What follows belongs to an exercise in optimizing a design on an open flow for small area; a production flow would make more cautious choices.
The RTL was checked by simulation tests, not by an equivalence proof against the original design.
Power and IR drop assume default switching activity.

File: flow/flow/run.sh
#!/bin/bash
# The standard layout, with three changes:
# - synthesis maps logic with an area-oriented ABC script (flow/synth_area.tcl);
# - the port buffers are made from the smallest buffer cell;
# - clock tree synthesis inserts no dummy loads.
set -o pipefail
here=$(pwd)
export FLOW_SYNTH_TCL=$here/synth_recipe.tcl
export ABC_AREA_SCRIPT=$here/flow/abc_area.script
export BUFFER_PORTS_ARGS="-buffer_cell sky130_fd_sc_hd__buf_1"
export CTS_ARGS="-sink_clustering_enable -repair_clock_nets -sink_clustering_size 18 -sink_clustering_max_diameter 60 -buf_list sky130_fd_sc_hd__clkbuf_8 -dont_use_dummy_load"
bash standard.sh SYNTH_SCRIPT=$here/flow/synth_area.tcl finish 2>&1 | tee standard.log
File: flow/flow/abc_area.script
&get -n
&st
&syn2
&dch
&nf -R 1000
&put
strash
&get -n
&st
&dch
&nf -R 1000
&put
File: flow/flow/synth_area.tcl
# The standard synthesis script, with ABC's technology mapping aimed at area: the
# abc call's -script argument is replaced by flow/abc_area.script. Flip-flop
# mapping and every other step are unchanged.
proc abc {args} {
  set i [lsearch -exact $args -script]
  if {$i >= 0} { lset args [expr {$i + 1}] $::env(ABC_AREA_SCRIPT) }
  yosys abc {*}$args
}
source $::env(FLOW_SYNTH_TCL)
File: flow/standard.sh
#!/bin/bash
# synth_recipe.tcl (not shown) runs the flow's synth.tcl, then flattens the netlist and writes it again
# the make line also repeats each setting of config.mk as NAME=value (left out here)
make -C /OpenROAD-flow-scripts/flow DESIGN_CONFIG=/design/flow/config.mk WORK_HOME=/design/flow/orfs CLKGATE_MAP_FILE= SYNTH_SCRIPT=/design/flow/synth_recipe.tcl "${@:-finish}"
File: flow/config.mk
export PLATFORM = sky130hd
export DESIGN_NAME = frameCam
export DESIGN_NICKNAME = frameCam
export VERILOG_FILES = /design/flow/design.v
export SDC_FILE = /design/flow/constraint.sdc
export NUM_CORES = 4
export LEC_CHECK = 0
export CAP_MARGIN = 20
export CORE_MARGIN = 2
export CORE_UTILIZATION = 78
export CTS_BUF_LIST = sky130_fd_sc_hd__clkbuf_8
export CTS_CLUSTER_DIAMETER = 60
export CTS_CLUSTER_SIZE = 18
export GPL_ROUTABILITY_DRIVEN = 0
export GPL_TIMING_DRIVEN = 0
export SLEW_MARGIN = 20
File: flow/constraint.sdc
create_clock -name core_clock -period 10.0 [get_ports {bls0we}]
set_input_delay 2.0000 -clock core_clock [delete_from_list [all_inputs] [get_ports {bls0we}]]
set_output_delay 2.0000 -clock core_clock [all_outputs]
set_load 0.01 [all_outputs]
File: flow/design.v
`timescale 1ns/1ps
package frameCamPkg;
	typedef logic [7:0] busByteT;  
	typedef logic [5:0] regAddrT;  
	typedef logic [12:0] adcWordT;  
	typedef logic [9:0] pixelT;  
	typedef logic [8:0] columnT;  
	typedef logic [8:0] lineT;  
	typedef logic [17:0] hitT;
	typedef logic [30:0] stampT;  
	typedef logic [3:0] phaseT;  
	typedef enum logic {
		frameIdle,  
		frameRun  
	} frameStateT;
endpackage
`timescale 1ns/1ps
module syncFifo #(
	parameter int Width = 8,
	parameter int Depth = 16,
	parameter bit Johnson = 1'b1
) (
	input logic bls0we,
	input logic resadd,
	input logic push,
	input logic pop,
	input logic [Width-1:0] pushData,
	output logic [Width-1:0] head,  
	output logic empty,
	output logic full
);
	logic [Width-1:0] mem [Depth];
	logic [Depth:0] is;  
	logic doPush;
	logic doPop;
	assign empty = is[0];
	assign full = is[Depth];
	assign doPush = push && !full;  
	assign doPop = pop && !empty;  
	always_ff @(posedge bls0we) begin
		if (doPush) begin
			mem[0] <= pushData;
			for (int i = 1; i < Depth; i++)
				mem[i] <= mem[i-1];
		end
	end
	generate
		if (Johnson) begin : gJohnson
			localparam int K = Depth / 2 + 1;  
			logic [K-1:0] level;  
			always_comb begin
				is[0] = !level[0] && !level[K-1];
				for (int c = 1; c < K; c++)
					is[c] = level[c-1] && !level[c];
				is[K] = level[K-1] && level[0];
				for (int c = K + 1; c <= Depth; c++)
					is[c] = !level[c-K-1] && level[c-K];
			end
			always_ff @(posedge bls0we or posedge resadd) begin
				if (resadd)
					level <= '0;
				else if (doPush && !doPop)
					level <= {level[K-2:0], !level[K-1]};  
				else if (doPop && !doPush)
					level <= {!level[0], level[K-1:1]};  
			end
		end else begin : gThermo
			logic [Depth-1:0] fill;  
			always_comb begin
				is[0] = !fill[0];
				for (int c = 1; c < Depth; c++)
					is[c] = fill[c-1] && !fill[c];
				is[Depth] = fill[Depth-1];
			end
			always_ff @(posedge bls0we or posedge resadd) begin
				if (resadd)
					fill <= '0;
				else if (doPush && !doPop)
					fill <= {fill[Depth-2:0], 1'b1};
				else if (doPop && !doPush)
					fill <= {1'b0, fill[Depth-1:1]};
			end
		end
	endgenerate
	always_comb begin
		head = '0;
		for (int i = 0; i < Depth; i++)
			head = head | ({Width{is[i+1]}} & mem[i]);
	end
endmodule
`timescale 1ns/1ps
module busRegs (
	input logic bls0we,
	input logic resadd,
	input logic cs,  
	input logic wr,  
	input logic oe,  
	input frameCamPkg::regAddrT adresBus,
	input frameCamPkg::busByteT dataIn,
	input logic frameDone,  
	input frameCamPkg::stampT stampCaptured,
	input logic capValid,  
	input logic shotSeen,
	input frameCamPkg::stampT stampHead,
	input logic stampEmpty,
	input logic stampFull,
	input logic [7:0] hitHead,  
	input logic hitEmpty,
	input logic hitFull,
	output frameCamPkg::busByteT dataOut,
	output logic dataOe,
	output logic runReq,
	output logic goPulse,
	output logic timerClear,
	output frameCamPkg::pixelT threshold,
	output logic stampPop,
	output logic hitPop,
	output logic [3:0] stampWrite  
);
	logic writeEn;  
	logic ctrlWrite;  
	logic go;  
	logic mapped;  
	frameCamPkg::busByteT readByte;  
	logic [3:0] hitLine;  
	logic [5:0] hitColumn;  
	assign writeEn = wr && !cs;
	assign ctrlWrite = writeEn && (adresBus == 6'd0);
	always_ff @(posedge bls0we or posedge resadd) begin
		if (resadd) begin
			go <= 1'b0;
			timerClear <= 1'b0;
			goPulse <= 1'b0;
			stampPop <= 1'b0;
			hitPop <= 1'b0;
		end else begin
			goPulse <= ctrlWrite && dataIn[0];  
			stampPop <= ctrlWrite && dataIn[4];  
			hitPop <= writeEn && (adresBus == 6'd18) && dataIn[4];
			if (ctrlWrite)
				timerClear <= dataIn[6];  
			if (ctrlWrite && dataIn[0])
				go <= 1'b1;  
			else if (frameDone)
				go <= 1'b0;
		end
	end
	assign runReq = go;
	assign stampWrite[0] = writeEn && (adresBus == 6'd4);
	assign stampWrite[1] = writeEn && (adresBus == 6'd5);
	assign stampWrite[2] = writeEn && (adresBus == 6'd6);
	assign stampWrite[3] = writeEn && (adresBus == 6'd7);
	always_ff @(posedge bls0we or posedge resadd) begin
		if (resadd) begin
			threshold <= '0;
		end else if (writeEn) begin
			if (adresBus == 6'd8)
				threshold[7:0] <= dataIn;
			if (adresBus == 6'd9)
				threshold[9:8] <= dataIn[1:0];  
		end
	end
	assign hitLine = {!hitHead[2], hitHead[2:0]};
	assign hitColumn = {(hitHead[7:3] < 5'd11), hitHead[7:3]};
	always_comb begin
		readByte = '0;
		mapped = 1'b1;
		case (adresBus)
			6'd0: readByte = {4'b0000, stampEmpty, stampFull, shotSeen, go};
			6'd4: readByte = capValid ? stampCaptured[7:0] : 8'h00;
			6'd5: readByte = capValid ? stampCaptured[15:8] : 8'h00;
			6'd6: readByte = capValid ? stampCaptured[23:16] : 8'h00;
			6'd7: readByte = capValid ? {1'b0, stampCaptured[30:24]} : 8'h00;
			6'd8: readByte = threshold[7:0];
			6'd9: readByte = {6'b000000, threshold[9:8]};
			6'd10: readByte = stampHead[7:0];
			6'd11: readByte = stampHead[15:8];
			6'd12: readByte = stampHead[23:16];
			6'd13: readByte = {1'b0, stampHead[30:24]};
			6'd14: readByte = {4'b0000, hitLine};
			6'd15: readByte = 8'h00;  
			6'd16: readByte = {2'b00, hitColumn};
			6'd17: readByte = 8'h00;  
			6'd18: readByte = {4'b0000, hitEmpty, hitFull, 2'b00};
			default: mapped = 1'b0;
		endcase
	end
	assign dataOe = !cs && !oe && mapped;  
	assign dataOut = dataOe ? readByte : '0;
endmodule
`timescale 1ns/1ps
module frameTiming (
	input logic bls0we,
	input logic resadd,
	input logic runReq,  
	output logic frameDone,  
	output logic [4:0] phase,  
	output logic samplePoint,  
	output logic tickEnd,  
	output logic [5:0] column,  
	output logic [3:0] line,  
	output logic activePix,  
	output logic mclock,
	output logic mfsync,
	output logic mlsync,
	output logic adcClock
);
	logic running;
	logic lineEnd;  
	assign tickEnd = phase[4] && !phase[3];
	assign samplePoint = phase[1] && !phase[0];
	assign lineEnd = (column == 6'd39);
	assign frameDone = running && tickEnd && lineEnd && (line == 4'd13);
	always_ff @(posedge bls0we or posedge resadd) begin
		if (resadd)
			running <= 1'b0;
		else if (running)
			running <= !frameDone;
		else
			running <= runReq;
	end
	always_ff @(posedge bls0we) begin
		if (!running || frameDone) begin
			phase <= '0;
			column <= '0;
			line <= '0;
		end else if (tickEnd) begin
			phase <= '0;  
			if (lineEnd) begin
				column <= '0;
				line <= line + 4'd1;
			end else begin
				column <= column + 6'd1;
			end
		end else begin
			phase <= {phase[3:0], !phase[4]};
		end
	end
	assign mclock = !running || column[0];
	assign mfsync = !(running && (line == 4'd0) && (column < 6'd6));
	assign mlsync = !(running && (column == 6'd0));
	assign adcClock = running && phase[1];  
	assign activePix = running && (column >= 6'd11) && (column <= 6'd34)
		&& (line >= 4'd4) && (line <= 4'd11);
endmodule
`timescale 1ns/1ps
module pixelCapture (
	input logic bls0we,
	input frameCamPkg::adcWordT adcData,
	input logic samplePoint,  
	input logic tickEnd,  
	input logic [5:0] column,
	input logic [3:0] line,
	input logic activePix,
	input frameCamPkg::pixelT threshold,
	output logic hitPush,
	output logic [7:0] hitWord
);
	frameCamPkg::pixelT pixelReg;  
	always_ff @(posedge bls0we) begin
		if (samplePoint)
			pixelReg <= adcData[11:2];
	end
	logic [10:0] geChain;
	always_comb begin
		geChain[0] = 1'b1;
		for (int i = 0; i < 10; i++)
			geChain[i+1] = (pixelReg[i] && !threshold[i]) || ((pixelReg[i] || !threshold[i]) && geChain[i]);
	end
	assign hitPush = activePix && tickEnd && geChain[10];
	assign hitWord = {column[4:0], line[2:0]};
endmodule
`timescale 1ns/1ps
module shotTimer (
	input logic bls0we,
	input logic resadd,
	input logic foto,  
	input logic ready,
	input logic timerClear,  
	input logic goPulse,  
	input logic [3:0] stampWrite,  
	input frameCamPkg::busByteT stampByte,  
	output frameCamPkg::stampT stampCaptured,  
	output logic capValid,
	output logic shotSeen,
	output logic stampPush,
	output frameCamPkg::stampT stampWord
);
	logic [2:0] preCount;  
	frameCamPkg::stampT timestamp;
	logic fotoSync1;
	logic fotoSync2;
	logic fotoLast;  
	logic shotEdge;
	logic tick;  
	logic [31:0] carry;  
	logic wrap;  
	assign tick = (preCount == 3'd7) && (stampWrite == 4'b0000);
	always_comb begin
		carry[0] = tick;
		for (int i = 0; i < 31; i++)
			carry[i+1] = carry[i] && timestamp[i];
	end
	assign wrap = carry[11] && (timestamp[30:11] == 20'(31'd863999999 >> 11));
	always_ff @(posedge bls0we or posedge resadd) begin
		if (resadd) begin
			preCount <= '0;
			timestamp <= '0;
		end else if (timerClear) begin
			preCount <= '0;
			timestamp <= '0;
		end else begin
			preCount <= preCount + 3'd1;
			for (int i = 0; i < 31; i++) begin
				if (stampWrite[i / 8])
					timestamp[i] <= stampByte[i % 8];  
				else
					timestamp[i] <= !wrap && (timestamp[i] ^ carry[i]);
			end
		end
	end
	always_ff @(posedge bls0we or posedge resadd) begin
		if (resadd) begin
			fotoSync1 <= 1'b0;
			fotoSync2 <= 1'b0;
			fotoLast <= 1'b0;
		end else begin
			fotoSync1 <= foto;
			fotoSync2 <= fotoSync1;
			fotoLast <= fotoSync2;
		end
	end
	assign shotEdge = fotoSync2 && !fotoLast && ready;  
	assign stampPush = shotEdge;
	assign stampWord = timestamp;
	always_ff @(posedge bls0we or posedge resadd) begin
		if (resadd) begin
			shotSeen <= 1'b0;
			capValid <= 1'b0;
		end else if (goPulse) begin
			shotSeen <= 1'b0;  
		end else if (shotEdge && !shotSeen) begin
			shotSeen <= 1'b1;
			capValid <= 1'b1;
		end
	end
	always_ff @(posedge bls0we) begin
		if (!goPulse && shotEdge && !shotSeen)
			stampCaptured <= timestamp;
	end
endmodule
`timescale 1ns/1ps
module frameCam (
	input logic bls0we,
	input logic resadd,
	input logic cs,
	input logic wr,
	input logic oe,
	input frameCamPkg::regAddrT adresBus,
	input frameCamPkg::busByteT dataIn,
	input frameCamPkg::adcWordT adcData,
	input logic foto,
	input logic ready,
	output frameCamPkg::busByteT dataOut,
	output logic dataOe,
	output logic mclock,
	output logic mfsync,
	output logic mlsync,
	output logic adcClock
);
	logic runReq, frameDone, goPulse, timerClear;  
	frameCamPkg::pixelT threshold;
	logic [4:0] phase;
	logic samplePoint, tickEnd;
	logic [5:0] column;
	logic [3:0] line;
	logic activePix;
	logic hitPush, hitPop, hitEmpty, hitFull;  
	logic [7:0] hitWord, hitHead;
	logic stampPush, stampPop, stampEmpty, stampFull;  
	frameCamPkg::stampT stampWord, stampHead, stampCaptured;
	logic shotSeen, capValid;
	logic [3:0] stampWrite;  
	busRegs busRegsInst (.bls0we, .resadd, .cs, .wr, .oe, .adresBus, .dataIn, .frameDone,
		.stampCaptured, .capValid, .shotSeen, .stampHead, .stampEmpty, .stampFull, .hitHead,
		.hitEmpty, .hitFull, .dataOut, .dataOe, .runReq, .goPulse, .timerClear,
		.threshold, .stampPop, .hitPop, .stampWrite);
	frameTiming timingInst (.bls0we, .resadd, .runReq, .frameDone, .phase, .samplePoint, .tickEnd, .column,
		.line, .activePix, .mclock, .mfsync, .mlsync, .adcClock);
	pixelCapture captureInst (.bls0we, .adcData, .samplePoint, .tickEnd, .column, .line,
		.activePix, .threshold, .hitPush, .hitWord);
	shotTimer timerInst (.bls0we, .resadd, .foto, .ready, .timerClear, .goPulse,
		.stampWrite, .stampByte(dataIn),
		.stampCaptured, .capValid, .shotSeen, .stampPush, .stampWord);
	syncFifo #(.Width(8), .Depth(16)) hitFifo (.bls0we, .resadd,
		.push(hitPush), .pop(hitPop), .pushData(hitWord), .head(hitHead),
		.empty(hitEmpty), .full(hitFull));
	syncFifo #(.Width(31), .Depth(8), .Johnson(1'b1)) stampFifo (.bls0we, .resadd,
		.push(stampPush), .pop(stampPop), .pushData(stampWord), .head(stampHead),
		.empty(stampEmpty), .full(stampFull));
endmodule
==> notes.md, run 1 <==
Clock Sinks=501; min cycle time layout=8.99 ns; Placed Area=20100 um^2; Final Skew=0.0666 ns; grt ovf=0; I/O pin cnt=47; Root Buffer=clkbuf_8; syn_area_per_cell=16.5 um^2; Mapped Cells=1145; fin nets=1326; RSZ-0062 raised after global routing=false; worst vdd ir=0.185 mV; antenna-violating nets left=0; number of global-route vias before repair=11400; register area share after synthesis=77.0%; P_int=0.00294 W; Slew headroom=19.0%; post-route clock period utilization=89.9%; vias per inst=7.52; most used cell, CP=ha_1; clock share of power=22.2%; Fill cells=993; Yosys reg bits=501; Final TNS setup=0 ns; top cell type by total area after synthesis=edfxtp_1; first-pass GRT wire length=66500 um; Die Ht=160 um; cts hold-fix bufs=0; Final setup viols=0; total number of vias=11800; Synth top area share=66.3%; layout cell share with drive strength beyond 1=6.08%; initial antenna violation count=4; total clock buffers created by CTS=34; # DRC=0; Post-CTS Resized=0; Routed WL=43700 um; post-route cell area=20600 um^2; die area=25500 um^2; Final Core Density=87.3%; number of synthesized flops with an enable pin=417; TritonCTS clock tree=yes; DP HPWL=29400 um; Max Slew Vio Count=0; crit start category=input port; Worst Path Required=10.48 ns; status=finished clean; Logic pwr share=16.2%; CP max stage cell=nor2b_1; max-cap violations=0; WL/cell=27.8 um; Worst Setup End Kind=register; gr usage total=34.9%; initial DRC count=2428; Least-Margin Pin Slew=1.21 ns; Worst EP arrival=9.47 ns; Non-Filler Instances=1572; top_reg_cell synth=edfxtp_1; clock latency on the worst-skew pair=0.58 ns; YS warnings=8; First-pass DRT Iterations=8; hold_ws=0.338 ns; multiplexer area fraction after synthesis=1.24%; clk slew on worst S/H paths=0.10 ns; leak pwr=7.25 nW; post-CTS setup buffers=0; Placed Cells incl. Taps=1535; xor and xnor area share after synthesis=0.232%; Synthesized Nets=1219; hold crit path type=register to register; Mapped Area=18900 um^2; largest net degree at the start of global routing=70; Async S/R FF share, synth=13.8%; CP max FO=8; Longest Clk Path Bufs=3; Layout area overhead=9.18%; Adder-Cell Fraction of Synth Area=2.70%; crit path kind=input port to register; H-tree depth=2; Area contributors post-synth=edfxtp_1, dfrtp_1, a222oi_1; Max Fclk=111 MHz; Compound-Gate Fraction of Synth Area=11.2%; Crit path largest cell delay=0.53 ns; Switching Share=26.6%; Initial Util=80.0%; Post-Synth Simple-Gate Area=7.43%; # port buffers=43; Seq pwr share=61.6%; P per Cell Area=194 nW/um^2; Sw Pwr=0.00106 W; distinct cell type count after synthesis=42; total core area=23600 um^2; Rows=56; largest family of logic cells by synthesized area=compound AO/OA/AOI/OAI gates; Die Span X=160 um; Fin. Hold Viols=0
[layer usage]
metal  part of all wire (%)  vias to the layer above  GRT usage, %
met4                    4.0                        2          14.4
met3                     15                      132          9.14
met2                     45                     1001          50.4
li1                       -                     4964             -
met5                  0.082                        -             0
met1                     36                     5729          52.2
[power groups by stage]
stage	Clock, W	Combinational (W)	Sequential (W)
2_1_floorplan	0	0.000350	0.00248
3_3_place_gp	0	0.000517	0.00252
3_5_place_dp	0	0.000632	0.00251
4_1_cts	0.000885	0.000637	0.00246
5_1_grt	0.000951	0.000686	0.00248
6_report	0.000889	0.000649	0.00247
[placed cells by master (no fill, tap or decap), drive strengths merged, types with 2 or more instances in the layout]
cell type	netlist	layout
edfxtp	417	417
a222oi	88	88
nor2	83	83
buf	0	71
dfrtp	69	69
nand2	56	56
a21oi	52	52
a22oi	50	50
ha	40	40
nor3	40	40
clkbuf	0	34
nand3	32	32
nor2b	28	28
o21ai	26	26
a221oi	22	22
a31oi	20	20
dfxtp	15	15
nand4	12	12
mux2i	11	11
mux2	11	11
and3	9	9
clkinv	8	8
a22o	7	7
and2	6	6
or2	5	5
nand2b	5	5
nand3b	4	4
nor4	4	4
xor2	4	4
diode	0	3
nor3b	2	2
o22ai	2	2
a21boi	2	2
and4	2	2
a211oi	2	2
nand4b	2	2
[state kept, by name, summed over array words and instances (netlist names)]
name,count
timerInst.timestamp,31
timingInst.phase,5
busRegsInst.hitPop,1
timingInst.line,4
timerInst.preCount,3
captureInst.pixelReg,10
stampFifo.mem,248
timerInst.fotoSync2,1
hitFifo.mem,128
hitFifo.gJohnson.level,9
timerInst.stampCaptured,31
timerInst.fotoSync1,1
timingInst.column,6
timerInst.fotoLast,1
timingInst.running,1
busRegsInst.goPulse,1
busRegsInst.go,1
busRegsInst.threshold,10
busRegsInst.stampPop,1
busRegsInst.timerClear,1
timerInst.shotSeen,1
stampFifo.gJohnson.level,5
timerInst.capValid,1
[cell families after synthesis]
group,after synthesis
simple gates,291
compound gates,277
flops,501
xor+xnor,5
fa+ha+maj,41
mux,22
buf+inv,8
[Yosys cell counts (all sizes together) (2+ instances only)]
cell type,instances
nor3b,2
nor4,4
nand4,12
edfxtp,417
nand3,32
nand2b,5
a31oi,20
a22oi,50
or2,5
a211oi,2
nand3b,4
mux2,11
ha,40
and2,6
and4,2
nor2b,28
o21ai,26
and3,9
o22ai,2
a221oi,22
a222oi,88
a21oi,52
a21boi,2
a22o,7
clkinv,8
dfxtp,15
nand2,56
nor2,83
mux2i,11
dfrtp,69
nor3,40
nand4b,2
xor2,4
[critical path, delay by kind of cell]
family / cells / cell delay, ns
AO/OA/AOI/OAI: 1 / 0.09
AND/OR/NAND/NOR: 4 / 1.27
buffers and inverters: 1 / 0.08
adder cells (fa/ha/maj): 30 / 5.86
XOR/XNOR: 1 / 0.16
[stage by stage]
step / worst slack, ns / total power, W
4_1_cts: 1.11 / 0.00398
5_1_grt: 0.787 / 0.00411
6_report: 1.01 / 0.00400
3_5_place_dp: 0.625 / 0.00314
2_1_floorplan: 0.137 / 0.00283
3_3_place_gp: -2.43 / 0.00304
[cell type report]
cell class | instances | area, um^2 | area share [%]
well taps | 319 | 399 | 1.94
flip-flops and latches | 501 | 14600 | 70.6
repair buffers | 71 | 772 | 3.74
clock buffers | 34 | 468 | 2.27
diodes | 3 | 7.51 | 0.0364
multi-input cells | 636 | 4390 | 21.3
inverters | 8 | 35.0 | 0.170
[path summary, 6_finish.rpt]
kind                       slack (ns)                   endpoint  depth (start not counted)                   from
min                              0.34         timerInst.fotoLast                          0    timerInst.fotoSync2
max reg2reg                      2.69    timerInst.timestamp[30]                         36  timerInst.preCount[0]
min reg2reg                      0.34         timerInst.fotoLast                          0    timerInst.fotoSync2
max in group asynchronous        8.04     busRegsInst.timerClear                          2                 resadd
max                              1.01    timerInst.timestamp[30]                         37                     cs
min in group asynchronous        1.50  hitFifo.gJohnson.level[7]                          2                 resadd
==> inputs of run 2 (changes only) <==
--- a/flow/flow/run.sh
+++ b/flow/flow/run.sh
@@ -9,4 +9,4 @@
 export ABC_AREA_SCRIPT=$here/flow/abc_area.script
 export BUFFER_PORTS_ARGS="-buffer_cell sky130_fd_sc_hd__buf_1"
-export CTS_ARGS="-sink_clustering_enable -repair_clock_nets -sink_clustering_size 18 -sink_clustering_max_diameter 60 -buf_list sky130_fd_sc_hd__clkbuf_8 -dont_use_dummy_load"
+export CTS_ARGS="-sink_clustering_enable -repair_clock_nets -sink_clustering_size 30 -sink_clustering_max_diameter 60 -buf_list sky130_fd_sc_hd__clkbuf_16 -dont_use_dummy_load"
 bash standard.sh SYNTH_SCRIPT=$here/flow/synth_area.tcl finish 2>&1 | tee standard.log
==> flow/config.mk (replaced) <==
export PLATFORM = sky130hd
export DESIGN_NAME = frameCam
export DESIGN_NICKNAME = frameCam
export VERILOG_FILES = /design/flow/design.v
export SDC_FILE = /design/flow/constraint.sdc
export NUM_CORES = 4
export LEC_CHECK = 0
export CAP_MARGIN = 20
export CORE_MARGIN = 2
export CORE_UTILIZATION = 70
export CTS_BUF_LIST = sky130_fd_sc_hd__clkbuf_16
export CTS_CLUSTER_DIAMETER = 60
export CTS_CLUSTER_SIZE = 30
export SLEW_MARGIN = 20
==> run 2 against run 1 <==
  * Sequential share of layout area is 0.18 points higher
  * Clock skew is 0.027 ns lower
  * First-iteration DRC count is 13% lower
  * Power is 6.4% higher
  * Core utilization is 10 points lower
  * Via count is 4.0% lower
  * Routed wire length is 2.0% lower
  * Die area is 11% higher
  * Fmax is 6.4% higher
  * Critical endpoint unchanged
  * Largest cell class unchanged
  * Largest power group unchanged
  * Highest routed layer is now met4
==> notes.md, run 2 <==
status=finished clean; YS warnings=8; Final TNS setup=0 ns; max-cap violations=0; Crit path max-delay family=adder cells; die area=28300 um^2; Yosys reg bits=501; distinct cell type count after synthesis=42; Async S/R FF share, synth=13.8%; vias per inst=7.17; crit path kind=input port to register; post-route clock period utilization=84.5%; total number of vias=11400; Biggest register=stampFifo.mem; cts hold-fix bufs=0; most frequent cells after synthesis=edfxtp_1, a222oi_1, nor2_1, dfrtp_1, nand2_1; total core area=26700 um^2; clock latency on the worst-skew pair=0.54 ns; Post-CTS Resized=0; Root Buffer=clkbuf_16; Slew headroom=26.3%; crit start category=input port; Worst Setup End Kind=register; CP max stage cell=nor3_1; top_reg_cell synth=edfxtp_1; GP Congestion=0.876; leak pwr=7.26 nW; Tot Pwr=0.00426 W; most frequent cells in the layout=edfxtp_1, a222oi_1, nor2_1, dfrtp_1, nand2_1; grt ovf=0; top cell type by total area after synthesis=edfxtp_1; CP max FO=6; initial DRC count=2113; Fill cells=1558; First-pass DRT Iterations=8; Final Skew=0.0394 ns; Worst EP arrival=8.83 ns; Max Fclk=118 MHz; fin nets=1319; WL/cell=27.1 um; pre-CTS setup slack=1.01 ns; most used cell, CP=ha_1; register area share after synthesis=77.0%; # port buffers=43; DP HPWL=26400 um; P per Cell Area=207 nW/um^2; post-CTS setup buffers=0; number of global-route vias before repair=10900; Synth top area share=66.3%; commonest non-fill, non-tap cell in the layout=edfxtp_1; Max Slew Vio Count=0; Initial Util=70.7%; Worst Path Required=10.39 ns; Crit path largest cell delay=0.39 ns; syn_area_per_cell=16.5 um^2; antenna-violating nets left=0; Die Span X=168 um; hold crit path type=register to register; largest net degree at the start of global routing=217; I/O pin cnt=47; Layout area overhead=8.90%; Final setup viols=0; layout cell share with drive strength beyond 1=5.39%; Rows=60; WHS Path Cells=0; min cycle time layout=8.45 ns; TritonCTS clock tree=yes; number of synthesized flops with an enable pin=417; initial antenna violation count=0; Buf+Inv Stages, Crit Path=1; total clock buffers created by CTS=34; Largest register FFs=248; Register-to-Register Path Depth=36; most common cell in the netlist=edfxtp_1; PnR worst setup slack=1.55 ns; first-pass GRT wire length=64800 um; worst vdd ir=0.173 mV; Fin. Hold Viols=0; Ant. Diodes=0; gr usage total=30.7%; Area contributors post-synth=edfxtp_1, dfrtp_1, a222oi_1; number of cells on the critical path=37; Routed WL=42900 um; H-tree depth=2; Clock Sinks=501; Synthesized Nets=1219; RSZ-0062 raised after global routing=false; Mapped Area=18900 um^2; # DRC=0; Largest regs=stampFifo.mem (248), hitFifo.mem (128); Longest Clk Path Bufs=3; clk slew on worst S/H paths=0.09 ns; Least-Margin Pin Slew=1.10 ns; Die Ht=168 um; Mapped Cells=1145
run 2: cell counts after synthesis:
No cell type changed its count.
run 2: cell families (layout without fill, tap and decap cells):
family	Yosys count	after routing	synth area share (%)
AO/OA/AOI/OAI	277	277	11.2
XOR/XNOR	5	5	0.232
adder cells (fa/ha/maj)	41	41	2.70
buffers and inverters	8	106	0.159
flip-flops	501	501	77.0
multiplexers	22	22	1.24
AND/OR/NAND/NOR	291	291	7.43
run 2: per-stage QoR:
step / std cells / instance area, um^2 / hold WS, ns / utilization, %
2_1_floorplan: 1145 / 18900 / 0.331 / -
3_3_place_gp: 1549 / 19700 / 0.347 / 73.7
3_5_place_dp: 1549 / 19700 / 0.336 / 73.7
4_1_cts: 1583 / 20500 / 0.365 / 76.8
5_1_grt: 1584 / 20600 / 0.382 / 77.0
6_report: 1584 / 20600 / 0.359 / 77.0
run 2: worst paths after layout:
kind / startpoint / endpoint / slack, ns
worst max-delay path: adresBus[3] / timerInst.timestamp[30] / 1.55
worst min-delay path: timerInst.fotoSync1 / timerInst.fotoSync2 / 0.36
worst max register to register: timerInst.preCount[0] / timerInst.timestamp[30] / 3.05
worst min register to register: timerInst.fotoSync1 / timerInst.fotoSync2 / 0.36
max in group asynchronous: resadd / busRegsInst.timerClear / 7.64
min in group asynchronous: resadd / busRegsInst.go / 1.70
run 2: routing by layer:
metal	up-vias	GRT usage (%)	share of wire (%)
met5	-	0	0
met4	0	10.3	3.1
met3	73	7.90	13
met2	770	44.5	44
met1	5570	46.7	40
li1	4941	-	-
run 2: layout make-up:
type | count | area (um^2) | share of cell area [%]
clock buffers | 34 | 851 | 4.14
well taps | 341 | 427 | 2.07
inverters | 8 | 30.0 | 0.146
multi-input cells | 636 | 4350 | 21.2
flip-flops and latches | 501 | 14600 | 70.7
repair buffers | 64 | 355 | 1.73
run 2: power by group:
group          switching, W  leakage, nW  total, W  internal, W
Combinational      0.000365         1.69  0.000562     0.000197
Sequential        0.0000913         5.16   0.00247      0.00237
Clock              0.000630        0.419   0.00123     0.000604
==> inputs of run 3 (changes only) <==
--- a/flow/flow/run.sh
+++ b/flow/flow/run.sh
@@ -9,4 +9,4 @@
 export ABC_AREA_SCRIPT=$here/flow/abc_area.script
 export BUFFER_PORTS_ARGS="-buffer_cell sky130_fd_sc_hd__buf_1"
-export CTS_ARGS="-sink_clustering_enable -repair_clock_nets -sink_clustering_size 30 -sink_clustering_max_diameter 60 -buf_list sky130_fd_sc_hd__clkbuf_16 -dont_use_dummy_load"
+export CTS_ARGS="-sink_clustering_enable -repair_clock_nets -sink_clustering_size 20 -sink_clustering_max_diameter 60 -buf_list sky130_fd_sc_hd__clkbuf_8 -dont_use_dummy_load"
 bash standard.sh SYNTH_SCRIPT=$here/flow/synth_area.tcl finish 2>&1 | tee standard.log
--- a/flow/config.mk
+++ b/flow/config.mk
@@ -9,6 +9,6 @@
 export CORE_MARGIN = 2
 export CORE_UTILIZATION = 70
-export CTS_BUF_LIST = sky130_fd_sc_hd__clkbuf_16
+export CTS_BUF_LIST = sky130_fd_sc_hd__clkbuf_8
 export CTS_CLUSTER_DIAMETER = 60
-export CTS_CLUSTER_SIZE = 30
+export CTS_CLUSTER_SIZE = 20
 export SLEW_MARGIN = 20
==> run 3 against run 2 <==
  * Largest power group unchanged
  * Via count grew 0.24%
  * Combinational power hardly changed
  * Flip-flop and latch count did not move
  * Fmax fell by 0.11%
  * Sequential share of layout area is 1.3 points higher
  * Design area fell by 1.8%
  * Register-to-register slack barely moved
  * Routed wire length shrank 0.96%
  * Synthesized cell count is the same
  * First-iteration DRC count decreased by 0.62%
==> notes.md, run 3 <==
clock latency on the worst-skew pair=0.59 ns; Final setup viols=0; Placed Area=19700 um^2; syn_area_per_cell=16.5 um^2; # port buffers=43; Final TNS setup=0 ns; Final Skew=0.0809 ns; Biggest register=stampFifo.mem; Post-CTS Resized=0; CP max stage cell=nor3_1; FF-to-FF setup slack=3.05 ns; First-pass DRT Iterations=8; Worst Path Required=10.41 ns; Ant. Diodes=0; Mapped Area=18900 um^2; number of global-route vias before repair=10800; largest net degree at the start of global routing=217; Fill cells=1603; most common cell in the netlist=edfxtp_1; Largest regs=stampFifo.mem (248), hitFifo.mem (128); Longest Clk Path Bufs=3; total clock buffers created by CTS=35; status=finished clean; gr usage total=30.2%; Crit path largest cell delay=0.41 ns; most used cell, CP=ha_1; Async S/R FF share, synth=13.8%; Slew headroom=26.0%; Max Slew Vio Count=0; worst vdd ir=0.174 mV; clk slew on worst S/H paths=0.08 ns; Mapped Cells=1145; Placed Cells incl. Taps=1549; P per Cell Area=194 nW/um^2; YS warnings=8; Synthesized Nets=1219; Clock Sinks=501; CP max FO=6; hold crit path type=register to register; post-CTS setup buffers=0; metal2 WL=18500 um; TritonCTS clock tree=yes; commonest non-fill, non-tap cell in the layout=edfxtp_1; distinct cell type count after synthesis=42; initial antenna violation count=0; GP Congestion=0.876; Yosys reg bits=501; Synth top area share=66.3%; total number of vias=11400; initial DRC count=2100; Routed WL=42500 um; Non-Filler Instances=1585; DP HPWL=26400 um; Layout area overhead=6.94%; post-route cell area=20200 um^2; Largest register FFs=248; crit path kind=input port to register; met3 WL=5550 um; Initial Util=70.7%; leak pwr=7.10 nW; grt ovf=0; top cell type by total area after synthesis=edfxtp_1; I/O pin cnt=47; H-tree depth=2; min cycle time layout=8.46 ns; RSZ-0062 raised after global routing=false; Worst EP arrival=8.87 ns; crit start category=input port; Worst Setup End Kind=register; Root Buffer=clkbuf_8; most frequent cells after synthesis=edfxtp_1, a222oi_1, nor2_1, dfrtp_1, nand2_1; cts hold-fix bufs=0; antenna-violating nets left=0; Die Ht=168 um; die area=28300 um^2; total core area=26700 um^2; layout cell share with drive strength beyond 1=5.47%; first-pass GRT wire length=63800 um; Die Span X=168 um; max-cap violations=0; Top Layer Used=met4; post-route clock period utilization=84.6%; # DRC=0; number of synthesized flops with an enable pin=417; DRT met1 WL=17100 um; Fin. Hold Viols=0; fin nets=1320; Rows=60; Max Fclk=118 MHz; most frequent cells in the layout=edfxtp_1, a222oi_1, nor2_1, dfrtp_1, nand2_1; vias per inst=7.18; register area share after synthesis=77.0%; Area contributors post-synth=edfxtp_1, dfrtp_1, a222oi_1; WL/cell=26.8 um; top_reg_cell synth=edfxtp_1; Least-Margin Pin Slew=1.11 ns
run 3: changes by cell type in the layout (fill, tap and decap cells not counted), sizes merged:
| cell | delta |
|---|---|
| clkbuf | +1 |
run 3: where the power goes:
| part | switching [W] | leakage, nW | total, W | internal, W |
|---|---|---|---|---|
| sequential | 0.0000906 | 5.16 | 0.00246 | 0.00237 |
| combinational | 0.000365 | 1.69 | 0.000562 | 0.000197 |
| clock | 0.000583 | 0.252 | 0.000900 | 0.000317 |
| total | 0.00104 | 7.10 | 0.00393 | 0.00289 |
run 3: final timing paths:
kind / startpoint / end / cells past startpoint
setup / recovery: adresBus[3] / timerInst.timestamp[30] / 37
hold / removal: timerInst.fotoSync1 / timerInst.fotoSync2 / 0
setup reg to reg: timerInst.preCount[0] / timerInst.timestamp[30] / 36
hold reg to reg: timerInst.fotoSync1 / timerInst.fotoSync2 / 0
max in group asynchronous: resadd / busRegsInst.timerClear / 3
min in group asynchronous: resadd / busRegsInst.stampPop / 3
run 3: cell families (layout without fill, tap and decap cells):
family	after synthesis	after routing	share of synthesized area, %
flip-flops	501	501	77.0
AND/OR/NAND/NOR	291	291	7.43
AO/OA/AOI/OAI	277	277	11.2
adder cells (fa/ha/maj)	41	41	2.70
multiplexers	22	22	1.24
buffers and inverters	8	107	0.159
XOR/XNOR	5	5	0.232
run 3: through the flow:
| step | power [W] | utilization [%] | hold WS, ns | worst slack (ns) |
|---|---|---|---|---|
| after CTS | 0.00393 | 75.5 | 0.362 | 1.59 |
| after detailed placement | 0.00306 | 73.7 | 0.336 | 1.01 |
| after floorplan | 0.00283 | - | 0.331 | 0.137 |
| after global placement | 0.00304 | 73.7 | 0.347 | 1.12 |
| after global routing | 0.00405 | 75.6 | 0.380 | 1.19 |
| final | 0.00393 | 75.6 | 0.356 | 1.54 |
run 3: final cells by class:
type | count | area [um^2] | area share, %
inverters | 8 | 30.0 | 0.149
clock buffers | 35 | 482 | 2.38
flip-flops and latches | 501 | 14600 | 72.0
repair buffers | 64 | 355 | 1.76
multi-input cells | 636 | 4350 | 21.6
well taps | 341 | 427 | 2.11
run 3: per-layer routing:
metal  up-vias  track usage, %
met3        75            7.69
li1       4932               -
met2       756            43.1
met4         0            10.5
met5         -               0
met1      5618            46.5
run 3: worst max-delay path, delay by kind of cell:
family	cells	cell delay [ns]
xor gates and xnor gates	1	0.14
buffers and inverters	1	0.14
adders and majority gates	30	5.52
and+or+nand+nor	4	0.94
AOI/OAI and AO/OA	1	0.12
==> inputs of run 4 (changes only) <==
--- a/flow/flow/run.sh
+++ b/flow/flow/run.sh
@@ -9,4 +9,4 @@
 export ABC_AREA_SCRIPT=$here/flow/abc_area.script
 export BUFFER_PORTS_ARGS="-buffer_cell sky130_fd_sc_hd__buf_1"
-export CTS_ARGS="-sink_clustering_enable -repair_clock_nets -sink_clustering_size 20 -sink_clustering_max_diameter 60 -buf_list sky130_fd_sc_hd__clkbuf_8 -dont_use_dummy_load"
+export CTS_ARGS="-sink_clustering_enable -repair_clock_nets -sink_clustering_size 16 -sink_clustering_max_diameter 60 -buf_list sky130_fd_sc_hd__clkbuf_8 -dont_use_dummy_load"
 bash standard.sh SYNTH_SCRIPT=$here/flow/synth_area.tcl finish 2>&1 | tee standard.log
--- a/flow/config.mk
+++ b/flow/config.mk
@@ -11,4 +11,4 @@
 export CTS_BUF_LIST = sky130_fd_sc_hd__clkbuf_8
 export CTS_CLUSTER_DIAMETER = 60
-export CTS_CLUSTER_SIZE = 20
+export CTS_CLUSTER_SIZE = 16
 export SLEW_MARGIN = 20
==> run 4 against run 3 <==
  * Clock power grew 4.3%
  * Core utilization grew 0.15 points
  * Global-route usage grew 0.12 points
  * Via count shrank 0.24%
  * Power grew 0.85%
  * Cell count grew 0.19%
  * Fmax is essentially flat
  * Register-to-register slack gained 0.02 ns
  * Synthesized cell count is the same
  * First-iteration DRC count shrank 1.9%
  * Count of clock-buffer cells in the layout grew 3
==> notes.md, run 4 <==
# DRC=0; Initial Util=70.7%; Max Slew Vio Count=0; initial antenna violation count=0; Largest register FFs=248; Biggest register=stampFifo.mem; Mapped Area=18900 um^2; DP HPWL=26400 um; vias per inst=7.15; # port buffers=43; die area=28300 um^2; Mapped Cells=1145; Final setup viols=0; syn_area_per_cell=16.5 um^2; most frequent cells in the layout=edfxtp_1, a222oi_1, nor2_1, dfrtp_1, nand2_1; multiplexer area fraction after synthesis=1.24%; post-route clock period utilization=84.5%; Final TNS setup=0 ns; worst r2r src=timerInst.preCount[0]; cts hold-fix bufs=0; hold_sp=timerInst.fotoSync1; gr usage total=30.4%; CP max stage cell=nor3_1; Tot Pwr=0.00396 W; Final Skew=0.0446 ns; grt ovf=0; Worst Path Required=10.41 ns; RR Endpoint=timerInst.timestamp[30]; most frequent cells after synthesis=edfxtp_1, a222oi_1, nor2_1, dfrtp_1, nand2_1; largest net degree at the start of global routing=217; total clock buffers created by CTS=38; distinct cell type count after synthesis=42; Rows=60; Synth top area share=66.3%; Post-Synth Simple-Gate Area=7.43%; crit start category=input port; Worst Setup End Kind=register; Die Span X=168 um; most used cell, CP=ha_1; register area share after synthesis=77.0%; most common cell in the netlist=edfxtp_1; largest family of logic cells by synthesized area=compound AO/OA/AOI/OAI gates; post-CTS setup buffers=0; Compound-Gate Fraction of Synth Area=11.2%; Clock Sinks=501; top cell type by total area after synthesis=edfxtp_1; Slew headroom=29.2%; worst vdd ir=0.180 mV; Longest Clk Path Bufs=3; xor and xnor area share after synthesis=0.232%; Worst EP arrival=8.86 ns; WL/cell=26.8 um; Area contributors post-synth=edfxtp_1, dfrtp_1, a222oi_1; status=finished clean; Post-CTS Resized=0; Layout area overhead=7.16%; total core area=26700 um^2; Max Fclk=118 MHz; crit path kind=input port to register; antenna-violating nets left=0; fin nets=1323; Yosys reg bits=501; CP max FO=6; Root Buffer=clkbuf_8; Die Ht=168 um; P per Cell Area=196 nW/um^2; TritonCTS clock tree=yes; GP Congestion=0.876; Routed WL=42500 um; YS warnings=8; Hold Path Sink=timerInst.fotoSync2; Async S/R FF share, synth=13.8%; Largest regs=stampFifo.mem (248), hitFifo.mem (128); Fin. Hold Viols=0; FF-to-FF setup slack=3.07 ns; Ant. Diodes=0; WHS Path Cells=0; Synthesized Nets=1219; first-pass GRT wire length=64300 um; clock latency on the worst-skew pair=0.58 ns; max-cap violations=0; RSZ-0062 raised after global routing=false; H-tree depth=2; total number of vias=11400; clk slew on worst S/H paths=0.09 ns; leak pwr=7.12 nW; hold crit path type=register to register; initial DRC count=2060; Fill cells=1620; I/O pin cnt=47; Adder-Cell Fraction of Synth Area=2.70%; layout cell share with drive strength beyond 1=5.69%; number of global-route vias before repair=10800; commonest non-fill, non-tap cell in the layout=edfxtp_1; min cycle time layout=8.45 ns; top_reg_cell synth=edfxtp_1; Register-to-Register Path Depth=36; Crit path largest cell delay=0.42 ns; Least-Margin Pin Slew=1.06 ns; number of synthesized flops with an enable pin=417; First-pass DRT Iterations=7
## run 4: final cells by class
| type | instances | area (um^2) | area share (%) |
|---|---|---|---|
| flip-flops and latches | 501 | 14600 | 71.9 |
| well taps | 341 | 427 | 2.11 |
| repair buffers | 64 | 355 | 1.76 |
| clock buffers | 38 | 523 | 2.58 |
| multi-input cells | 636 | 4350 | 21.5 |
| inverters | 8 | 30.0 | 0.148 |
## run 4: metrics by stage
step	worst slack (ns)	instance area, um^2	utilization (%)	cells	hold WS, ns
after floorplan	0.137	18900	-	1145	0.331
after global placement	1.12	19700	73.7	1549	0.347
after detailed placement	1.01	19700	73.7	1549	0.336
after CTS	1.59	20200	75.6	1587	0.367
after global routing	1.18	20200	75.7	1588	0.386
final	1.55	20200	75.7	1588	0.365
## run 4: per-layer routing
metal / global-route usage (%) / vias up / routed length [um]
met4: 9.52 / 0 / 975
met3: 6.65 / 60 / 5000
met2: 43.1 / 734 / 18700
met1: 48.1 / 5628 / 17800
li1: - / 4932 / -
met5: 0 / - / 0
## run 4: critical path: cells and delay by family
kind	cells	cell delay, ns
AOI/OAI and AO/OA	1	0.13
xor gates and xnor gates	1	0.14
adders and majority gates	30	5.50
buffers and inverters	1	0.13
and+or+nand+nor	4	0.94
## run 4: cells by family (layout without fill, tap and decap cells)
logic type               Yosys count  after routing
adder cells (fa/ha/maj)           41             41
multiplexers                      22             22
flip-flops                       501            501
AO/OA/AOI/OAI                    277            277
AND/OR/NAND/NOR                  291            291
XOR/XNOR                           5              5
buffers and inverters              8            110
## run 4: where the power goes
group / total (W) / internal [W] / switching [W]
Combinational: 0.000557 / 0.000197 / 0.000360
Sequential: 0.00246 / 0.00237 / 0.0000902
Clock: 0.000939 / 0.000343 / 0.000596
Total: 0.00396 / 0.00291 / 0.00105
## run 4: worst max-delay path by stage
stage	from	end	slack, ns	cells past startpoint
CTS	adresBus[3]	timerInst.timestamp[30]	1.59	37
detailed placement	adresBus[3]	timerInst.timestamp[30]	1.01	37
global route	adresBus[3]	timerInst.timestamp[30]	1.18	37
floorplan	ready	stampFifo.gJohnson.level[1]	0.14	5
finish	adresBus[3]	timerInst.timestamp[30]	1.55	37
global placement	adresBus[3]	timerInst.timestamp[30]	1.12	37
==> inputs of run 5 (changes only) <==
--- a/flow/config.mk
+++ b/flow/config.mk
@@ -8,5 +8,5 @@
 export CAP_MARGIN = 20
 export CORE_MARGIN = 2
-export CORE_UTILIZATION = 70
+export CORE_UTILIZATION = 82
 export CTS_BUF_LIST = sky130_fd_sc_hd__clkbuf_8
 export CTS_CLUSTER_DIAMETER = 60
==> run 5 against run 4 <==
  * Clock power decreased by 0.9%
  * Still clean on timing, DRC and antenna
  * Combinational power increased by 3.6%
  * Worst hold slack got worse by 0.024 ns
  * Critical path depth unchanged
==> notes.md, run 5 <==
status=finished clean; PnR worst setup slack=1.33 ns; Synth top area share=66.3%; P_int=0.00291 W; Rows=55; max-cap violations=0; Switching Share=26.7%; Initial Util=83.4%; worst vdd ir=0.214 mV; Placed Cells incl. Taps=1490; grt ovf=0; xor and xnor area share after synthesis=0.232%; largest family of logic cells by synthesized area=compound AO/OA/AOI/OAI gates; TritonCTS clock tree=yes; Max Fclk=115 MHz; Final TNS setup=0 ns; syn_area_per_cell=16.5 um^2; P per Cell Area=198 nW/um^2; Reg area=14600 um^2; cts hold-fix bufs=0; Final Skew=0.0471 ns; initial DRC count=2556; First-pass DRT Iterations=11; hold_sp=timerInst.fotoSync1; Adder-Cell Fraction of Synth Area=2.70%; Least-Margin Pin Slew=1.22 ns; Routed WL=44400 um; Multi-input gate area=4350 um^2; top cell type by total area after synthesis=edfxtp_1; GP Congestion=0.896; number of global-route vias before repair=11600; Worst Setup End Kind=register; CP max FO=8; YS warnings=8; most used cell, CP=ha_1; Post-Synth Simple-Gate Area=7.43%; Largest regs=stampFifo.mem (248), hitFifo.mem (128); Yosys reg bits=501; DP HPWL=27700 um; Clock Sinks=501; initial antenna violation count=1; Layout area overhead=6.50%; Crit path largest cell delay=0.44 ns; Seq pwr share=62.1%; post-route clock period utilization=86.7%; Ant. Diodes=0; clock latency on the worst-skew pair=0.57 ns; # port buffers=43; multiplexer area fraction after synthesis=1.24%; RR Endpoint=timerInst.timestamp[30]; Crit path max-delay family=adder cells; Mapped Area=18900 um^2; hold crit path type=register to register; Async S/R FF share, synth=13.8%; WL/cell=29.1 um; clock share of power=23.4%; crit start category=input port; Worst Path Required=10.42 ns; fin nets=1319; Final Core Density=88.8%; gr usage total=37.2%; Die Ht=156 um; RSZ-0062 raised after global routing=false; min cycle time layout=8.67 ns; Non-Filler Instances=1528; Max Slew Vio Count=0; H-tree depth=2; leak pwr=7.09 nW; most common cell in the netlist=edfxtp_1; WHS Path Cells=0; total core area=22600 um^2; largest net degree at the start of global routing=177; commonest non-fill, non-tap cell in the layout=edfxtp_1; Biggest register=stampFifo.mem; I/O pin cnt=47; Post-CTS Resized=0; Area contributors post-synth=edfxtp_1, dfrtp_1, a222oi_1; Fin. Hold Viols=0; post-CTS setup buffers=0; worst r2r src=timerInst.preCount[0]; Worst EP arrival=9.08 ns; Longest Clk Path Bufs=3; Buf+Inv Stages, Crit Path=1; Register-to-Register Path Depth=36; number of synthesized flops with an enable pin=417; vias per inst=7.84; distinct cell type count after synthesis=42; total clock buffers created by CTS=38; clk slew on worst S/H paths=0.09 ns; Root Buffer=clkbuf_8; antenna-violating nets left=0; Synthesized Nets=1219; most frequent cells in the layout=edfxtp_1, a222oi_1, nor2_1, dfrtp_1, nand2_1; layout cell share with drive strength beyond 1=5.39%; Die Span X=156 um; Slew headroom=18.5%; Tot Pwr=0.00398 W; Hold Path Sink=timerInst.fotoSync2; pre-CTS setup slack=0.813 ns; Compound-Gate Fraction of Synth Area=11.2%; Sw Pwr=0.00106 W; Final setup viols=0; first-pass GRT wire length=66000 um; # DRC=0; most frequent cells after synthesis=edfxtp_1, a222oi_1, nor2_1, dfrtp_1, nand2_1; Fill cells=888; register area share after synthesis=77.0%; CP max stage cell=nor2b_1; Largest register FFs=248; top_reg_cell synth=edfxtp_1; total number of vias=12000; die area=24300 um^2; crit path kind=input port to register; FF-to-FF setup slack=2.78 ns; Mapped Cells=1145; Logic pwr share=14.5%
[run 5: metal layers]
layer / vias up / GRT usage, % / wire (um)
met2: 1152 / 54.8 / 20200
li1: 4929 / - / -
met5: - / 0 / 0
met3: 153 / 9.81 / 7190
met4: 0 / 18.3 / 1960
met1: 5741 / 53.4 / 15100
[run 5: cells by family after synthesis]
family	Yosys count
adder cells (fa/ha/maj)	41
AO/OA/AOI/OAI	277
XOR/XNOR	5
multiplexers	22
AND/OR/NAND/NOR	291
flip-flops	501
buffers and inverters	8
[run 5: per-stage QoR]
| stage | hold WS [ns] | area [um^2] |
|---|---|---|
| floorplan | 0.331 | 18900 |
| global placement | 0.335 | 19600 |
| detailed placement | 0.349 | 19600 |
| CTS | 0.348 | 20100 |
| global route | 0.347 | 20100 |
| finish | 0.341 | 20100 |
[run 5: power groups by stage]
stage | combinational [W] | clock [W] | sequential, W
after floorplan | 0.000350 | 0 | 0.00248
after global placement | 0.000518 | 0 | 0.00249
after detailed placement | 0.000547 | 0 | 0.00251
after CTS | 0.000554 | 0.000928 | 0.00246
after global routing | 0.000612 | 0.000989 | 0.00247
final | 0.000577 | 0.000931 | 0.00247
[run 5: layout make-up]
type	instances	area share (%)
sequential	501	72.3
multi-input combinational	636	21.6
timing repair buffer	60	1.52
clock buffer	38	2.60
tap	285	1.77
inverter	8	0.149
[run 5: worst max-delay path by stage]
stage           startpoint                           to  slack [ns]  depth (start not counted)
3_3_place_gp   adresBus[3]      timerInst.timestamp[30]        1.08                         37
4_1_cts                 wr      timerInst.timestamp[30]        1.38                         37
5_1_grt                 cs      timerInst.timestamp[30]        0.98                         37
3_5_place_dp            wr      timerInst.timestamp[30]        0.81                         37
2_1_floorplan        ready  stampFifo.gJohnson.level[1]        0.14                          5
6_report                wr      timerInst.timestamp[30]        1.33                         37
==> inputs of run 6 (changes only) <==
--- a/flow/flow/run.sh
+++ b/flow/flow/run.sh
@@ -9,4 +9,4 @@
 export ABC_AREA_SCRIPT=$here/flow/abc_area.script
 export BUFFER_PORTS_ARGS="-buffer_cell sky130_fd_sc_hd__buf_1"
-export CTS_ARGS="-sink_clustering_enable -repair_clock_nets -sink_clustering_size 16 -sink_clustering_max_diameter 60 -buf_list sky130_fd_sc_hd__clkbuf_8 -dont_use_dummy_load"
+export CTS_ARGS="-sink_clustering_enable -repair_clock_nets -sink_clustering_size 28 -sink_clustering_buffer sky130_fd_sc_hd__clkbuf_16 -sink_clustering_max_diameter 60 -buf_list sky130_fd_sc_hd__clkbuf_8 -dont_use_dummy_load"
 bash standard.sh SYNTH_SCRIPT=$here/flow/synth_area.tcl finish 2>&1 | tee standard.log
--- a/flow/config.mk
+++ b/flow/config.mk
@@ -11,4 +11,4 @@
 export CTS_BUF_LIST = sky130_fd_sc_hd__clkbuf_8
 export CTS_CLUSTER_DIAMETER = 60
-export CTS_CLUSTER_SIZE = 16
+export CTS_CLUSTER_SIZE = 28
 export SLEW_MARGIN = 20
==> run 6 against run 5 <==
  * Still clean on timing, DRC and antenna
  * Non-clock buffer count unchanged
  * Synthesized cell count unchanged
  * Sequential share of layout area is 0.53 points lower
  * Die area did not move
  * Register-to-register slack about the same
  * Setup slack gained 0.12 ns
  * Synthesized area stayed put
  * Via count grew 1.1%
  * Sequential power about the same
  * Combinational power grew 2%
  * Critical endpoint unchanged
==> notes.md, run 6 <==
status=finished clean; most frequent cells in the layout=edfxtp_1, a222oi_1, nor2_1, dfrtp_1, nand2_1; Buf+Inv Stages, Crit Path=1; grt ovf=0; hold crit path type=register to register; Max Slew Vio Count=0; most frequent cells after synthesis=edfxtp_1, a222oi_1, nor2_1, dfrtp_1, nand2_1; Register-to-Register Path Depth=36; Clock Sinks=501; total clock buffers created by CTS=28; worst vdd ir=0.175 mV; FF-to-FF setup slack=2.77 ns; Longest Clk Path Bufs=3; Async S/R FF share, synth=13.8%; Mapped Area=18900 um^2; commonest non-fill, non-tap cell in the layout=edfxtp_1; Biggest register=stampFifo.mem; Crit path max-delay family=adder cells; initial DRC count=2797; # port buffers=43; fin nets=1309; Max Fclk=117 MHz; leak pwr=7.15 nW; worst r2r src=timerInst.preCount[0]; WHS Path Cells=0; total number of vias=12100; crit path kind=input port to register; top_reg_cell synth=edfxtp_1; clock latency on the worst-skew pair=0.70 ns; post-route cell area=20300 um^2; TritonCTS clock tree=yes; Mapped Cells=1145; Routed WL=45800 um; top cell type by total area after synthesis=edfxtp_1; CP max stage cell=nor2b_1; Synth top area share=66.3%; Post-CTS Resized=0; Final Skew=0.0606 ns; Largest regs=stampFifo.mem (248), hitFifo.mem (128); H-tree depth=1; WL/cell=30.1 um; # DRC=0; Multi-input gate area=4350 um^2; Critical Path Start=cs; post-CTS setup buffers=0; Layout area overhead=7.29%; most common cell in the netlist=edfxtp_1; distinct cell type count after synthesis=42; cts hold-fix bufs=0; PnR worst setup slack=1.45 ns; max-cap violations=0; YS warnings=8; antenna-violating nets left=0; RSZ-0062 raised after global routing=false; DP HPWL=27700 um; min cycle time layout=8.55 ns; I/O pin cnt=47; die area=24300 um^2; Rows=55; first-pass GRT wire length=68000 um; largest net degree at the start of global routing=177; Area contributors post-synth=edfxtp_1, dfrtp_1, a222oi_1; gr usage total=38.2%; vias per inst=7.97; number of synthesized flops with an enable pin=417; clk slew on worst S/H paths=0.10 ns; Placed Area=19600 um^2; Initial Util=83.4%; syn_area_per_cell=16.5 um^2; Least-Margin Pin Slew=1.13 ns; First-pass DRT Iterations=10; post-route clock period utilization=85.5%; Yosys reg bits=501; Hold Path Sink=timerInst.fotoSync2; number of global-route vias before repair=11800; register area share after synthesis=77.0%; Reg area=14600 um^2; Slew headroom=24.3%; Non-Filler Instances=1519; Root Buffer=clkbuf_8; most used cell, CP=ha_1; pre-CTS setup slack=0.813 ns; Final TNS setup=0 ns; initial antenna violation count=1; Worst Setup End Kind=register; crit start category=input port; Largest register FFs=248; Final setup viols=0; CP max FO=8; Worst Path Required=10.54 ns; Synthesized Nets=1219; total core area=22600 um^2; Crit path largest cell delay=0.41 ns; Die Span X=156 um; Die Ht=156 um; RR Endpoint=timerInst.timestamp[30]; hold_sp=timerInst.fotoSync1; Fill cells=824; Placed Cells incl. Taps=1490; Fin. Hold Viols=0; GP Congestion=0.896; P per Cell Area=203 nW/um^2; Worst EP arrival=9.08 ns; layout cell share with drive strength beyond 1=4.70%
run 6: cell counts after synthesis:
Identical to the previous run, type by type.
run 6: kinds of logic (layout without fill, tap and decap cells):
group                    Yosys count  in the layout  synth area share (%)
AO/OA/AOI/OAI                    277            277                  11.2
multiplexers                      22             22                  1.24
AND/OR/NAND/NOR                  291            291                  7.43
other                              0              1                     0
adder cells (fa/ha/maj)           41             41                  2.70
flip-flops                       501            501                  77.0
XOR/XNOR                           5              5                 0.232
buffers and inverters              8             96                 0.159
run 6: per-stage QoR:
stage	power (W)	util, %	hold WS (ns)
floorplan	0.00283	-	0.331
global placement	0.00301	86.5	0.335
detailed placement	0.00305	86.5	0.349
CTS	0.00408	89.5	0.371
global route	0.00420	89.5	0.374
finish	0.00412	89.5	0.367
run 6: layer usage:
metal  vias to the layer above  track usage [%]  share of wire, %
met3                       134             7.69                16
met4                         0             16.7               3.7
met1                      5836             56.0                34
met5                         -                0                 0
met2                      1214             57.7                46
li1                       4919                -                 -
run 6: how the worst max path moves through the flow:
stage | end | slack [ns] | depth (start not counted)
2_1_floorplan | stampFifo.gJohnson.level[1] | 0.14 | 5
3_3_place_gp | timerInst.timestamp[30] | 1.08 | 37
3_5_place_dp | timerInst.timestamp[30] | 0.81 | 37
4_1_cts | timerInst.timestamp[30] | 1.48 | 37
5_1_grt | timerInst.timestamp[30] | 1.11 | 37
6_report | timerInst.timestamp[30] | 1.45 | 37
run 6: cell type report:
| type | count | share of cell area (%) |
|---|---|---|
| inverters | 8 | 0.148 |
| clock buffers | 28 | 3.29 |
| multi-input cells | 636 | 21.5 |
| repair buffers | 60 | 1.51 |
| diodes | 1 | 0.0123 |
| well taps | 285 | 1.76 |
| flip-flops and latches | 501 | 71.8 |
run 6: report_power, final:
group	switching, W	leakage [nW]	internal [W]
clock network	0.000597	0.330	0.000463
logic	0.000392	1.66	0.000196
registers	0.0000940	5.16	0.00238
total	0.00108	7.15	0.00303
run 6: worst reg2reg max path, delay by kind of cell (launching register included):
kind / cells / cell delay [ns]
and+or+nand+nor: 2 / 0.23
DFF: 1 / 0.40
xor gates and xnor gates: 1 / 0.15
AOI/OAI and AO/OA: 1 / 0.19
adders and majority gates: 32 / 6.14

what the ideal ports hide:
No port has a modelled driver above. Below, the same layouts with a new extraction and two added sets of constraints.
Step 1, drivers: a clkbuf_16 drives bls0we and a buf_2 each remaining input, both assumed.
Step 2, shift: input delay + t, output delay - t, t = (earliest + latest rising clock arrival at the registers) / 2. This alone moves slack from input paths to output paths.
Slacks: ideal ports / drivers / drivers and shift; pairs: ideal ports / drivers.
run | shift t [ns] | slack for setup (ns) | worst register clock-pin slew, ns | pins driven straight from the clock port
run 1 | 0.589 | 1.008 / 1.030 / 0.441 | 0.11 / 0.11 | 1
run 2 | 0.573 | 1.552 / 1.586 / 1.013 | 0.09 / 0.09 | 1
run 3 | 0.599 | 1.542 / 1.568 / 0.969 | 0.12 / 0.12 | 1
run 4 | 0.603 | 1.549 / 1.576 / 0.973 | 0.11 / 0.11 | 1
run 5 | 0.601 | 1.334 / 1.361 / 0.760 | 0.10 / 0.10 | 1
run 6 | 0.720 | 1.454 / 1.484 / 0.763 | 0.10 / 0.10 | 1
After both steps setup and hold are still met in every run listed. The setup slack of run 6, which loses most, moves by +0.030 ns with the drivers and by -0.691 ns with both steps.
